Background: an optimization exercise with open tools, aiming at small area. Do not read the settings as production practice.
The RTL was checked by simulation tests, not by an equivalence proof against the original design.
Power and IR drop assume default switching activity.

oak:
==> flow/design.v (excerpt) <==
module fu_ctrl (
    input  logic      clk,
    input  logic      rst,
    input  fu_ctrl_pkg::inst_t     inst,
    input  logic      valid_id,
    input  logic      cmp_res_fu,
    output logic      issue_ready,
    output logic      branch_ctrl,
    output logic      reg_id_flush,
    output fu_ctrl_pkg::imm_sel_e  imm_sel,
    output fu_ctrl_pkg::alu_op_e   alu_op,
    output fu_ctrl_pkg::jump_op_e  jump_op,
    output logic      alu_src_a,
    output logic      alu_src_b,
    output logic      mem_we,
    output logic      alu_en,
    output logic      mem_en,
    output logic      mul_en,
    output logic      div_en,
    output logic      jump_en,
    output fu_ctrl_pkg::fu_e       write_sel,
    output fu_ctrl_pkg::reg_addr_t rd_ctrl,
    output logic      reg_write
);
==> module fu_ctrl, before the edit <==
module fu_ctrl (
    input  logic      clk,
    input  logic      rst,
    input  fu_ctrl_pkg::inst_t     inst,
    input  logic      valid_id,
    input  logic      cmp_res_fu,
    output logic      issue_ready,
    output logic      branch_ctrl,
    output logic      reg_id_flush,
    output fu_ctrl_pkg::imm_sel_e  imm_sel,
    output fu_ctrl_pkg::alu_op_e   alu_op,
    output fu_ctrl_pkg::jump_op_e  jump_op,
    output logic      alu_src_a,
    output logic      alu_src_b,
    output logic      mem_we,
    output logic      alu_en,
    output logic      mem_en,
    output logic      mul_en,
    output logic      div_en,
    output logic      jump_en,
    output fu_ctrl_pkg::fu_e       write_sel,
    output fu_ctrl_pkg::reg_addr_t rd_ctrl,
    output logic      reg_write
);
    logic c_alu, c_mem, c_mul, c_div, c_jmp;
    inst_decode u_decode (
        .inst, .c_alu, .c_mem, .c_mul, .c_div, .c_jmp,
        .imm_sel, .alu_op, .jump_op, .alu_src_a, .alu_src_b, .mem_we
    );
    logic [4:0] rd, rs1, rs2;
    assign rd  = inst[11:7];
    assign rs1 = inst[19:15];
    assign rs2 = inst[24:20];
    logic [1:0] lu;                     
    logic       e1;                     
    logic       pj, pm, pw;             
    logic       l_alu, l_mem, l_jmp, p2_mem, p2_jmp, p2_w;
    logic [4:0] x1, x0;                 
    logic [2:0] mc;                     
    logic [4:0] dc;                     
    logic [4:0] mul_d, div_d;
    logic       flush_pending;
    assign l_alu  = lu == 2'd1;
    assign l_mem  = lu == 2'd2;
    assign l_jmp  = lu == 2'd3;
    assign p2_mem = pm && !pj;
    assign p2_jmp = pj;
    assign p2_w   = pw;
    assign flush_pending = pj && pm;   
    assign branch_ctrl  = l_jmp && (e1 || cmp_res_fu);
    assign reg_id_flush = branch_ctrl;
    logic raw1, raw2;
    assign raw1 = rs1 != '0 && ((e1 && x1 == rs1) || (p2_w && x0 == rs1) ||
                                (mc != '0 && mul_d == rs1) || (dc != '0 && div_d == rs1));
    assign raw2 = rs2 != '0 && ((e1 && x1 == rs2) || (p2_w && x0 == rs2) ||
                                (mc != '0 && mul_d == rs2) || (dc != '0 && div_d == rs2));
    logic wm, wd;
    assign wm = rd != '0 && mul_d == rd;
    assign wd = rd != '0 && div_d == rd;
    logic hz_alu, hz_mj, hz_mem, hz_jmp, hz_mul, hz_div, hazard, issue;
    assign hz_alu = lu[1] || mc == 3'd2 || dc == 5'd2 ||
                    (wm && mc >= 3'd2) || (wd && dc >= 5'd2);
    assign hz_mj  = mc == 3'd3 || dc == 5'd3 || (wm && mc >= 3'd4) || (wd && dc >= 5'd4);
    assign hz_mem = l_mem || hz_mj;
    assign hz_jmp = l_jmp || hz_mj;
    assign hz_mul = mc >= 3'd2 || dc == 5'd8 || (wd && dc >= 5'd8);
    assign hz_div = dc >= 5'd2;
    assign hazard = ((c_alu || c_mem || c_mul || c_div || c_jmp) && (raw1 || raw2)) ||
                    (c_alu && hz_alu) || (c_mem && hz_mem) || (c_jmp && hz_jmp) ||
                    (c_mul && hz_mul) || (c_div && hz_div);
    assign issue_ready = !hazard || branch_ctrl;
    assign issue = valid_id && !hazard && !branch_ctrl && !flush_pending;
    assign alu_en  = issue && c_alu;
    assign mem_en  = issue && c_mem;
    assign mul_en  = issue && c_mul;
    assign div_en  = issue && c_div;
    assign jump_en = issue && c_jmp;
    logic wr;
    assign wr = !(inst[5] && !inst[4] && !inst[2]);
    logic       wb_mul, wb_div;
    assign wb_mul = mc == 3'd1;
    assign wb_div = dc == 5'd1;
    always_ff @(posedge clk or posedge rst) begin
        if (rst) begin
            lu            <= 2'd0;
            e1            <= 1'b0;
            pj            <= 1'b0;
            pm            <= 1'b0;
            pw            <= 1'b0;
            mc            <= '0;
            dc            <= '0;
            write_sel     <= fu_ctrl_pkg::FU_NONE;
            rd_ctrl       <= '0;
            reg_write     <= 1'b0;
        end else begin
            lu            <= {mem_en || jump_en, alu_en || jump_en};
            e1            <= alu_en || ((mem_en || jump_en) && wr);
            pj            <= l_jmp;
            pm            <= l_mem || branch_ctrl;
            pw            <= e1 && lu[1];
            mc            <= mul_en ? 3'd7 : (mc - (mc != '0 ? 3'd1 : 3'd0));
            dc            <= div_en ? 5'd24 : (dc - (dc != '0 ? 5'd1 : 5'd0));
            write_sel     <= fu_ctrl_pkg::fu_e'({wb_div || p2_jmp, p2_mem || wb_mul,
                                                 l_alu || wb_mul || p2_jmp});
            rd_ctrl       <= ({5{l_alu}} & x1) | ({5{p2_w}} & x0) |
                             ({5{wb_mul}} & mul_d) | ({5{wb_div}} & div_d);
            reg_write     <= l_alu || p2_w || wb_mul || wb_div;
        end
    end
    always_ff @(posedge clk) begin
        x1 <= rd;
        x0 <= x1;
        if (mul_en) mul_d <= rd;
        if (div_en) div_d <= rd;
    end
endmodule
==> flow/config.mk <==
export PLATFORM = sky130hd
export DESIGN_NAME = fu_ctrl
export DESIGN_NICKNAME = fu_ctrl
export VERILOG_FILES = /design/flow/design.v
export SDC_FILE = /design/flow/constraint.sdc
export NUM_CORES = 4
export LEC_CHECK = 0
export CAP_MARGIN = 0
export CORE_MARGIN = 2
export CORE_UTILIZATION = 40
export SLEW_MARGIN = 0
==> flow/constraint.sdc <==
create_clock -name core_clock -period 9.0 [get_ports {clk}]
set_input_delay 1.8000 -clock core_clock [delete_from_list [all_inputs] [get_ports {clk}]]
set_output_delay 1.8000 -clock core_clock [all_outputs]
set_load 0.01 [all_outputs]
standard.sh (not shown) runs the stock make flow with config.mk's settings and CLKGATE_MAP_FILE= SYNTH_SCRIPT=/design/flow/synth_recipe.tcl, a recipe that flattens the netlist after the stock synthesis.
==> flow/flow/run.sh <==
#!/bin/bash
# Standard layout, except: synthesis maps the logic with an area-oriented ABC
# script (best of several seeds), the ports get the smallest buffer, and CTS
# adds no dummy clock loads.
set -euo pipefail
cd "$(dirname "$0")/.."
export MY_WORK=$(pwd)
export MY_ABC_SCRIPT=$MY_WORK/flow/abc_area.script
export MY_ABC_SEEDS="1 2 3 4 5 6"
export BUFFER_PORTS_ARGS="-buffer_cell sky130_fd_sc_hd__buf_1"
export CTS_ARGS="-sink_clustering_enable -repair_clock_nets -dont_use_dummy_load"
bash standard.sh SYNTH_SCRIPT=$MY_WORK/flow/synth.tcl finish > standard_flow.log 2>&1
==> flow/flow/abc_area.script <==
strash
&get -n
&st
&deepsyn -T 20 -S @SEED@
&nf -R 1000 -p
&put
topo
dnsize -c
==> flow/flow/synth.tcl <==
# The standard synthesis script, with the combinational mapping done by an
# area-oriented ABC script (flow/abc_area.script, @SEED@ replaced by a seed)
# instead of the speed script. The mapping is tried with several seeds and the
# smallest result is kept.
proc abc {args} {
  set i [lsearch -exact $args -script]
  set lib [lindex $args [expr {[lsearch -exact $args -liberty] + 1}]]
  set tmpl [read [set f [open $::env(MY_ABC_SCRIPT)]]]; close $f
  yosys design -save pre_abc
  set best ""
  foreach seed $::env(MY_ABC_SEEDS) {
    yosys design -load pre_abc
    set sf $::env(MY_WORK)/abc_seed_$seed.script
    set f [open $sf w]; puts -nonewline $f [string map [list @SEED@ $seed] $tmpl]; close $f
    set a $args
    if { $i >= 0 } { lset a [expr {$i + 1}] $sf }
    yosys abc {*}$a
    yosys tee -q -o $::env(MY_WORK)/abc_seed_$seed.stat stat -liberty $lib
    set f [open $::env(MY_WORK)/abc_seed_$seed.stat]; set txt [read $f]; close $f
    regexp {Chip area for module[^:]*:\s*([0-9.]+)} $txt -> area
    puts "abc seed $seed: area $area"
    if { $best eq "" || $area < $best } {
      set best $area
      yosys design -save best_abc
    }
  }
  yosys design -load best_abc
  puts "abc kept area $best"
}
source $::env(MY_WORK)/synth_recipe.tcl
Changes in pine relative to oak:
--- a/flow/design.v
+++ b/flow/design.v
@@ -219,20 +219,37 @@
     assign branch_ctrl  = l_jmp && (e1 || cmp_res_fu);
     assign reg_id_flush = branch_ctrl;
+    logic d_busy, d_p0, d_p1, d_p2, d_p7, d_ge1, d_ge2, d_ge7;
+    assign d_busy = dc[4] || dc[3] || dc[1];
+    assign d_p0   = dc[4] && !dc[3] && !dc[2] && !dc[0];
+    assign d_p1   = !dc[4] && dc[3] && !dc[2] && !dc[1];
+    assign d_p2   = !dc[3] && dc[2] && !dc[1] && !dc[0];
+    assign d_p7   = !dc[4] && dc[3] && dc[2] && dc[1] && !dc[0];
+    assign d_ge1  = dc[3] || dc[2] || dc[0];
+    assign d_ge2  = dc[2] || dc[1] || dc[0] || (dc[4] && dc[3]);
+    assign d_ge7  = (dc[4] && dc[3] && !dc[1] && !dc[0]) || (!dc[2] && dc[0]) ||
+                    (dc[2] && dc[1]) || (!dc[4] && dc[2]);
+    logic m_busy, m_p0, m_p1, m_p2, m_ge1, m_ge2;
+    assign m_busy = mc != 3'd0;
+    assign m_p0   = mc == 3'b100;
+    assign m_p1   = mc == 3'b110;
+    assign m_p2   = mc == 3'b111;
+    assign m_ge1  = mc[1] || mc[0];
+    assign m_ge2  = mc[0] || (mc[1] && !mc[2]);
     logic raw1, raw2;
     assign raw1 = rs1 != '0 && ((e1 && x1 == rs1) || (p2_w && x0 == rs1) ||
-                                (mc != '0 && mul_d == rs1) || (dc != '0 && div_d == rs1));
+                                (m_busy && mul_d == rs1) || (d_busy && div_d == rs1));
     assign raw2 = rs2 != '0 && ((e1 && x1 == rs2) || (p2_w && x0 == rs2) ||
-                                (mc != '0 && mul_d == rs2) || (dc != '0 && div_d == rs2));
+                                (m_busy && mul_d == rs2) || (d_busy && div_d == rs2));
     logic wm, wd;
     assign wm = rd != '0 && mul_d == rd;
     assign wd = rd != '0 && div_d == rd;
     logic hz_alu, hz_mj, hz_mem, hz_jmp, hz_mul, hz_div, hazard, issue;
-    assign hz_alu = lu[1] || mc == 3'd2 || dc == 5'd2 ||
-                    (wm && mc >= 3'd2) || (wd && dc >= 5'd2);
-    assign hz_mj  = mc == 3'd3 || dc == 5'd3 || (wm && mc >= 3'd4) || (wd && dc >= 5'd4);
+    assign hz_alu = lu[1] || m_p1 || d_p1 ||
+                    (wm && m_ge1) || (wd && d_ge1);
+    assign hz_mj  = m_p2 || d_p2 || (wm && m_ge2) || (wd && d_ge2);
     assign hz_mem = l_mem || hz_mj;
     assign hz_jmp = l_jmp || hz_mj;
-    assign hz_mul = mc >= 3'd2 || dc == 5'd8 || (wd && dc >= 5'd8);
-    assign hz_div = dc >= 5'd2;
+    assign hz_mul = m_ge1 || d_p7 || (wd && d_ge7);
+    assign hz_div = d_ge1;
     assign hazard = ((c_alu || c_mem || c_mul || c_div || c_jmp) && (raw1 || raw2)) ||
                     (c_alu && hz_alu) || (c_mem && hz_mem) || (c_jmp && hz_jmp) ||
@@ -248,6 +265,6 @@
     assign wr = !(inst[5] && !inst[4] && !inst[2]);
     logic       wb_mul, wb_div;
-    assign wb_mul = mc == 3'd1;
-    assign wb_div = dc == 5'd1;
+    assign wb_mul = m_p0;
+    assign wb_div = d_p0;
     always_ff @(posedge clk or posedge rst) begin
         if (rst) begin
@@ -268,6 +285,6 @@
             pm            <= l_mem || branch_ctrl;
             pw            <= e1 && lu[1];
-            mc            <= mul_en ? 3'd7 : (mc - (mc != '0 ? 3'd1 : 3'd0));
-            dc            <= div_en ? 5'd24 : (dc - (dc != '0 ? 5'd1 : 5'd0));
+            mc            <= mul_en ? 3'b001 : {mc[1:0], (mc[2] ^ mc[1]) && !m_p0};
+            dc            <= div_en ? 5'b10110 : {dc[3:0], (dc[4] ^ dc[2]) && !d_p0};
             write_sel     <= fu_ctrl_pkg::fu_e'({wb_div || p2_jmp, p2_mem || wb_mul,
                                                  l_alu || wb_mul || p2_jmp});
==> comparison <==
Compared with oak, pine shows synthesized cell count that has gone down by a few percent.
Diff oak -> pine | arrival time of the worst setup path | decrease of 0.13 ns
Total power, oak and pine: smaller value in pine
pine ends up with higher post-synthesis sequential area ratio than oak does.
Compared to oak, pine has post-route core utilization 0.68 points lower.

separate check: timing with driven ports:
No port has a modelled driver above. Below, the same layouts with a new extraction and two added sets of constraints.
Step 1: set_driving_cell puts a clkbuf_16 on clk and a buf_2 on each other input, an assumption about the parent block.
Step 2 moves the port delays by t, midway between the first and last clock arrival at a register: inputs arrive t later, outputs are due t later. That takes back most of the time a late clock gives input paths.
Slacks: ideal ports / drivers / drivers and shift; pairs: ideal ports / drivers.
| run | t, ns | setup WS [ns] | hold slack, ns | slew at the worst register clock pin (ns) | cell pins on the clock port's net |
|---|---|---|---|---|---|
| oak | 0.318 | 2.074 / 2.050 / 2.050 | 0.464 / 0.464 / 0.464 | 0.08 / 0.08 | 1 |
| pine | 0.315 | 2.203 / 2.180 / 2.180 | 0.420 / 0.420 / 0.420 | 0.09 / 0.09 | 1 |
After both steps every run listed still meets setup and hold. For oak, which loses most, drivers alone change the setup slack by -0.024 ns; drivers and shift together by -0.024 ns.
